From an optimization exercise on the open Yosys and OpenROAD flow, aimed at small area; shortcuts taken in it are not production practice. Function was checked by simulation only, so behaviour that the tests miss may differ from the original. Power and IR drop assume default switching activity.

==> violet: inputs <==
==> flow/design.v <==
module sha1_sched_rdmux #(
    parameter int N  = 64,
    parameter int TW = 14
) (
    input  logic [N-1:0]    sel,
    input  logic [N*TW-1:0] rows,
    output logic [TW-1:0]   out
);
    always_comb begin
        out = '0;
        for (int i = 0; i < N; i++)
            out = out | ({TW{sel[i]}} & rows[i*TW +: TW]);
    end
endmodule
module sha1_sched_tagnext #(
    parameter int N  = 64,
    parameter int TW = 14
) (
    input  logic [N-1:0]    we,
    input  logic [N-1:0]    nwe,
    input  logic [TW-1:0]   d,
    input  logic [N*TW-1:0] q,
    output logic [N*TW-1:0] nxt
);
    always_comb begin
        for (int i = 0; i < N; i++)
            nxt[i*TW +: TW] = ({TW{we[i]}} & d) | ({TW{nwe[i]}} & q[i*TW +: TW]);
    end
endmodule
module sha1_channel_sched #(
    parameter int CHANNEL_NUM_TOTAL = 64,
    parameter int CHANNEL_NUM_WIDTH = $clog2(CHANNEL_NUM_TOTAL),
    parameter int TAG_DATA_WIDTH    = 14,
    parameter int CNT_WIDTH         = $clog2(CHANNEL_NUM_TOTAL + 1)
) (
    input  logic                         sys_clk,
    input  logic                         sys_rst,
    input  logic                         alloc_req,
    input  logic [TAG_DATA_WIDTH-1:0]    alloc_tag,
    output logic                         alloc_ready,
    output logic                         alloc_gnt,
    output logic [CHANNEL_NUM_WIDTH-1:0] alloc_ch,
    input  logic                         rel_val,
    input  logic [CHANNEL_NUM_WIDTH-1:0] rel_ch,
    output logic                         rel_tag_val,
    output logic [TAG_DATA_WIDTH-1:0]    rel_tag,
    output logic [CNT_WIDTH-1:0]         free_cnt,
    output logic                         err_double_free
);
    localparam int N  = CHANNEL_NUM_TOTAL;
    localparam int W  = CHANNEL_NUM_WIDTH;
    localparam int TW = TAG_DATA_WIDTH;
    localparam int GW = 3;                   
    localparam int GS = 1 << GW;
    localparam int NG = N / GS;              
    localparam int HW = W - GW;              
    logic              init_q;       
    logic [W-1:0]      last_q;       
    logic [N-1:0]      free_q;       
    logic [CNT_WIDTH-1:0] free_cnt_q;
    logic              gnt_q;
    logic              rtv_q;
    logic              err_q;
    logic [W-1:0]      rel_ch_q;
    logic [N*TW-1:0]   tag_q;        
    logic              accept;
    logic              rel_free;
    logic              rel_ok;
    logic              rel_bad;
    logic [W-1:0]      sel_ch;
    logic [N-1:0]      sel_oh;
    logic [N-1:0]      rel_oh;
    logic [N-1:0]      rd_oh;
    logic [N-1:0]      we;
    logic [N*TW-1:0]   tag_d;
    logic [HW-1:0]     lg;
    logic [GW-1:0]     lo;
    logic [GS-1:0]     above;        
    logic [NG-1:0]     any_free, any_hi, grp_gt, grp_eq;
    logic [2*NG-1:0]   cand;
    logic [HW:0]       pick;
    logic [HW-1:0]     grp;
    logic [GS-1:0]     vec;
    logic [GW-1:0]     off;
    assign lg = last_q[W-1:GW];
    assign lo = last_q[GW-1:0];
    always_comb begin
        for (int j = 0; j < GS; j++) above[j]  = GW'(j) > lo;
        for (int k = 0; k < NG; k++) begin
            grp_gt[k]   = HW'(k) > lg;
            grp_eq[k]   = HW'(k) == lg;
            any_free[k] = |free_q[k*GS +: GS];
            any_hi[k]   = (grp_gt[k] && any_free[k]) ||
                          (grp_eq[k] && |(free_q[k*GS +: GS] & above));
        end
        cand = {any_free, any_hi};
        pick = '0;
        for (int i = 2 * NG - 1; i >= 0; i--)
            if (cand[i]) pick = (HW + 1)'(i);
        grp = pick[HW-1:0];
        vec = free_q[grp*GS +: GS];
        if (!pick[HW] && grp == lg)
            vec = vec & above;
        off = '0;
        for (int j = GS - 1; j >= 0; j--)
            if (vec[j]) off = GW'(j);
        sel_ch = {grp, off};
    end
    always_comb begin
        for (int i = 0; i < N; i++) begin
            sel_oh[i] = (sel_ch == W'(i));
            rel_oh[i] = (rel_ch == W'(i));
            rd_oh[i]  = (rel_ch_q == W'(i));
        end
    end
    assign alloc_ready = (free_cnt_q != '0);
    assign accept      = alloc_req && alloc_ready;
    assign rel_free    = |(free_q & rel_oh);
    assign rel_ok      = !init_q && rel_val && !rel_free;
    assign rel_bad     = !init_q && rel_val && rel_free;
    assign we          = accept ? sel_oh : '0;
    always_ff @(posedge sys_clk) begin
        if (sys_rst) begin
            init_q     <= 1'b1;
            last_q     <= W'(N - 1);
            free_q     <= '1;
            free_cnt_q <= '0;
            gnt_q      <= 1'b0;
            rtv_q      <= 1'b0;
            err_q      <= 1'b0;
        end else begin
            gnt_q <= accept;
            rtv_q <= rel_ok;
            if (init_q) begin
                last_q <= last_q + 1'b1;
                if (last_q == W'(N - 2)) begin
                    init_q     <= 1'b0;
                    free_cnt_q <= CNT_WIDTH'(N);
                end
            end else begin
                if (accept)
                    last_q <= sel_ch;
                free_q <= (free_q & ~we) | (rel_ok ? rel_oh : '0);
                if (rel_bad)
                    err_q <= 1'b1;
                free_cnt_q <= free_cnt_q + CNT_WIDTH'(rel_ok) - CNT_WIDTH'(accept);
            end
        end
    end
    always_ff @(posedge sys_clk)
        rel_ch_q <= rel_ch;
    sha1_sched_tagnext #(.N(N), .TW(TW)) u_tagnext (
        .we(we), .nwe(~we), .d(alloc_tag), .q(tag_q), .nxt(tag_d)
    );
    always_ff @(posedge sys_clk)
        tag_q <= tag_d;
    sha1_sched_rdmux #(.N(N), .TW(TW)) u_rdmux (
        .sel(rd_oh), .rows(tag_q), .out(rel_tag)
    );
    assign alloc_gnt       = gnt_q;
    assign alloc_ch        = last_q;
    assign rel_tag_val     = rtv_q;
    assign free_cnt        = free_cnt_q;
    assign err_double_free = err_q;
endmodule
==> flow/run.sh <==
#!/bin/bash
# synth_recipe.tcl (not shown) runs the flow's synth.tcl, then flattens the netlist and writes it again
# the make line also repeats each setting of config.mk as NAME=value (left out here)
make -C /OpenROAD-flow-scripts/flow DESIGN_CONFIG=/design/flow/config.mk WORK_HOME=/design/flow/orfs CLKGATE_MAP_FILE= SYNTH_SCRIPT=/design/flow/synth_recipe.tcl finish
==> flow/config.mk <==
export PLATFORM = sky130hd
export DESIGN_NAME = sha1_channel_sched
export DESIGN_NICKNAME = sha1_channel_sched
export VERILOG_FILES = /design/flow/design.v
export SDC_FILE = /design/flow/constraint.sdc
export NUM_CORES = 4
export LEC_CHECK = 0
export CAP_MARGIN = 20
export CORE_MARGIN = 2
export CORE_UTILIZATION = 40
export CTS_BUF_LIST = sky130_fd_sc_hd__clkbuf_8
export CTS_CLUSTER_DIAMETER = 50
export CTS_CLUSTER_SIZE = 15
export SLEW_MARGIN = 20
export SYNTH_HIERARCHICAL = 1
==> flow/constraint.sdc <==
create_clock -name core_clock -period 9.0 [get_ports {sys_clk}]
set_input_delay 1.8000 -clock core_clock [delete_from_list [all_inputs] [get_ports {sys_clk}]]
set_output_delay 1.8000 -clock core_clock [all_outputs]
set_load 0.01 [all_outputs]
==> lagoon (differences from violet) <==
CTS_BUF_LIST = not set   (was sky130_fd_sc_hd__clkbuf_8)
CTS_CLUSTER_DIAMETER = not set   (was 50)
CTS_CLUSTER_SIZE = not set   (was 15)
==> raven (differences from violet) <==
==> flow/design.v (replaced) <==
module sha1_channel_sched #(
    parameter int CHANNEL_NUM_TOTAL = 64,
    parameter int CHANNEL_NUM_WIDTH = $clog2(CHANNEL_NUM_TOTAL),
    parameter int TAG_DATA_WIDTH    = 14,
    parameter int CNT_WIDTH         = $clog2(CHANNEL_NUM_TOTAL + 1)
) (
    input  logic                         sys_clk,
    input  logic                         sys_rst,
    input  logic                         alloc_req,
    input  logic [TAG_DATA_WIDTH-1:0]    alloc_tag,
    output logic                         alloc_ready,
    output logic                         alloc_gnt,
    output logic [CHANNEL_NUM_WIDTH-1:0] alloc_ch,
    input  logic                         rel_val,
    input  logic [CHANNEL_NUM_WIDTH-1:0] rel_ch,
    output logic                         rel_tag_val,
    output logic [TAG_DATA_WIDTH-1:0]    rel_tag,
    output logic [CNT_WIDTH-1:0]         free_cnt,
    output logic                         err_double_free
);
    localparam int N = CHANNEL_NUM_TOTAL;
    localparam int W = CHANNEL_NUM_WIDTH;
    logic                       init_q;      
    logic [W-1:0]               last_q;      
    logic [N-1:0]               free_q;      
    logic [CNT_WIDTH-1:0]       free_cnt_q;
    logic                       gnt_q;
    logic                       rtv_q;
    logic                       err_q;
    logic [W-1:0]               rel_ch_q;
    logic [TAG_DATA_WIDTH-1:0]  tag_mem [0:N-1];
    logic                       accept;
    logic                       rel_free;
    logic                       rel_ok;
    logic                       rel_bad;
    logic [W-1:0]               sel_ch;
    logic [N-1:0]               hi;
    always_comb begin
        for (int i = 0; i < N; i++)
            hi[i] = free_q[i] && (W'(i) > last_q);
        sel_ch = '0;
        if (|hi) begin
            for (int i = N - 1; i >= 0; i--)
                if (hi[i]) sel_ch = W'(i);
        end else begin
            for (int i = N - 1; i >= 0; i--)
                if (free_q[i]) sel_ch = W'(i);
        end
    end
    assign alloc_ready = (free_cnt_q != '0);
    assign accept      = alloc_req && alloc_ready;
    assign rel_free    = free_q[rel_ch];
    assign rel_ok      = !init_q && rel_val && !rel_free;
    assign rel_bad     = !init_q && rel_val && rel_free;
    always_ff @(posedge sys_clk) begin
        if (sys_rst) begin
            init_q     <= 1'b1;
            last_q     <= W'(N - 1);
            free_q     <= '1;
            free_cnt_q <= '0;
            gnt_q      <= 1'b0;
            rtv_q      <= 1'b0;
            err_q      <= 1'b0;
        end else begin
            gnt_q <= accept;
            rtv_q <= rel_ok;
            if (init_q) begin
                last_q <= last_q + 1'b1;
                if (last_q == W'(N - 2)) begin
                    init_q     <= 1'b0;
                    free_cnt_q <= CNT_WIDTH'(N);
                end
            end else begin
                if (accept) begin
                    free_q[sel_ch] <= 1'b0;
                    last_q         <= sel_ch;
                end
                if (rel_ok)
                    free_q[rel_ch] <= 1'b1;
                if (rel_bad)
                    err_q <= 1'b1;
                free_cnt_q <= free_cnt_q + CNT_WIDTH'(rel_ok) - CNT_WIDTH'(accept);
            end
        end
    end
    always_ff @(posedge sys_clk)
        rel_ch_q <= rel_ch;
    always_ff @(posedge sys_clk)
        if (accept)
            tag_mem[sel_ch] <= alloc_tag;
    assign alloc_gnt       = gnt_q;
    assign alloc_ch        = last_q;
    assign rel_tag_val     = rtv_q;
    assign rel_tag         = tag_mem[rel_ch_q];
    assign free_cnt        = free_cnt_q;
    assign err_double_free = err_q;
endmodule
CTS_BUF_LIST = not set   (was sky130_fd_sc_hd__clkbuf_8)
CTS_CLUSTER_DIAMETER = not set   (was 50)
CTS_CLUSTER_SIZE = not set   (was 15)
SYNTH_HIERARCHICAL = not set   (was 1)
==> xenon (differences from violet) <==
CTS_BUF_LIST = sky130_fd_sc_hd__clkbuf_16   (was sky130_fd_sc_hd__clkbuf_8)
CTS_CLUSTER_DIAMETER = 60   (was 50)
CTS_CLUSTER_SIZE = 22   (was 15)
==> qor summary <==
item	xenon	lagoon	violet	raven
Die area	101,000 µm²	101,000 µm²	101,000 µm²	109,000 µm²
Largest driver fanout on the critical path	29	29	29	39
Number of antenna violations at the first check in global routing	5	4	6	8
Sequential fraction of the synthesis area	49.8%	49.8%	49.8%	67.4%
Lkg Pwr	16.2 nW	16.6 nW	16.0 nW	15.1 nW
Fillcell total	9,260	9,210	9,333	9,010
Reg2Reg Launch Point	last_q[0]$_SDFFE_PP1P_	last_q[0]$_SDFFE_PP1P_	last_q[0]$_SDFFE_PP1P_	last_q[3]$_SDFFE_PP1P_
DRC violation total after the first TritonRoute iteration	4,166	4,157	4,258	2,954
Fraction of post-synthesis cell area in the top cell type by area	49.8%	49.8%	49.8%	63.3%
Worst Clk Skew	57.8 ps	49.4 ps	104 ps	26.7 ps
Outcome	timing/DRC/antenna clean	timing/DRC/antenna clean	timing/DRC/antenna clean	timing/DRC/antenna clean
Clock power share	28.2%	31.0%	24.4%	29.4%
Total clock network power	3.84 mW	4.38 mW	3.16 mW	4.03 mW
Sum of met2 wire segment lengths after detailed routing	60,300 µm	60,200 µm	60,000 µm	58,100 µm
Final hold slack	476 ps	471 ps	478 ps	479 ps
Placement Rows	115	115	115	119
Net switching power of the design	5.11 mW	4.95 mW	4.90 mW	5.04 mW
All-Layer GR Usage	26.5%	26.6%	26.5%	22.5%
CLK BUF	81	146	116	111
Area fraction in compound gates after synthesis	35.6%	35.6%	35.6%	7.11%
Clk pin slew, worst setup/hold paths	80 ps	60 ps	90 ps	60 ps
Maximum operating frequency	139 MHz	139 MHz	138 MHz	157 MHz

==> port drivers added, routing unchanged <==
No port has a modelled driver above. Below, the same layouts with a new extraction and two added sets of constraints. Step 1 assumes that a clkbuf_16 drives the clock port and a buf_2 every other input. Step 2, shift: input delay + t, output delay - t, t = (earliest + latest rising clock arrival at the registers) / 2. This alone moves slack from input paths to output paths. Slacks: ideal ports / drivers / drivers and shift; pairs: ideal ports / drivers.
run | t (ns) | setup WS [ns] | hold WS [ns]
violet | 0.828 | 1.762 / 1.762 / 1.762 | 0.478 / 0.478 / 0.478
lagoon | 0.735 | 1.812 / 1.812 / 1.812 | 0.471 / 0.471 / 0.471
raven | 0.728 | 2.626 / 2.557 / 2.189 | 0.479 / 0.479 / 0.479
xenon | 0.740 | 1.808 / 1.808 / 1.808 | 0.476 / 0.476 / 0.476
After both steps setup and hold are still met in every run listed. The setup slack of raven, which loses most, moves by -0.069 ns with the drivers and by -0.437 ns with both steps.
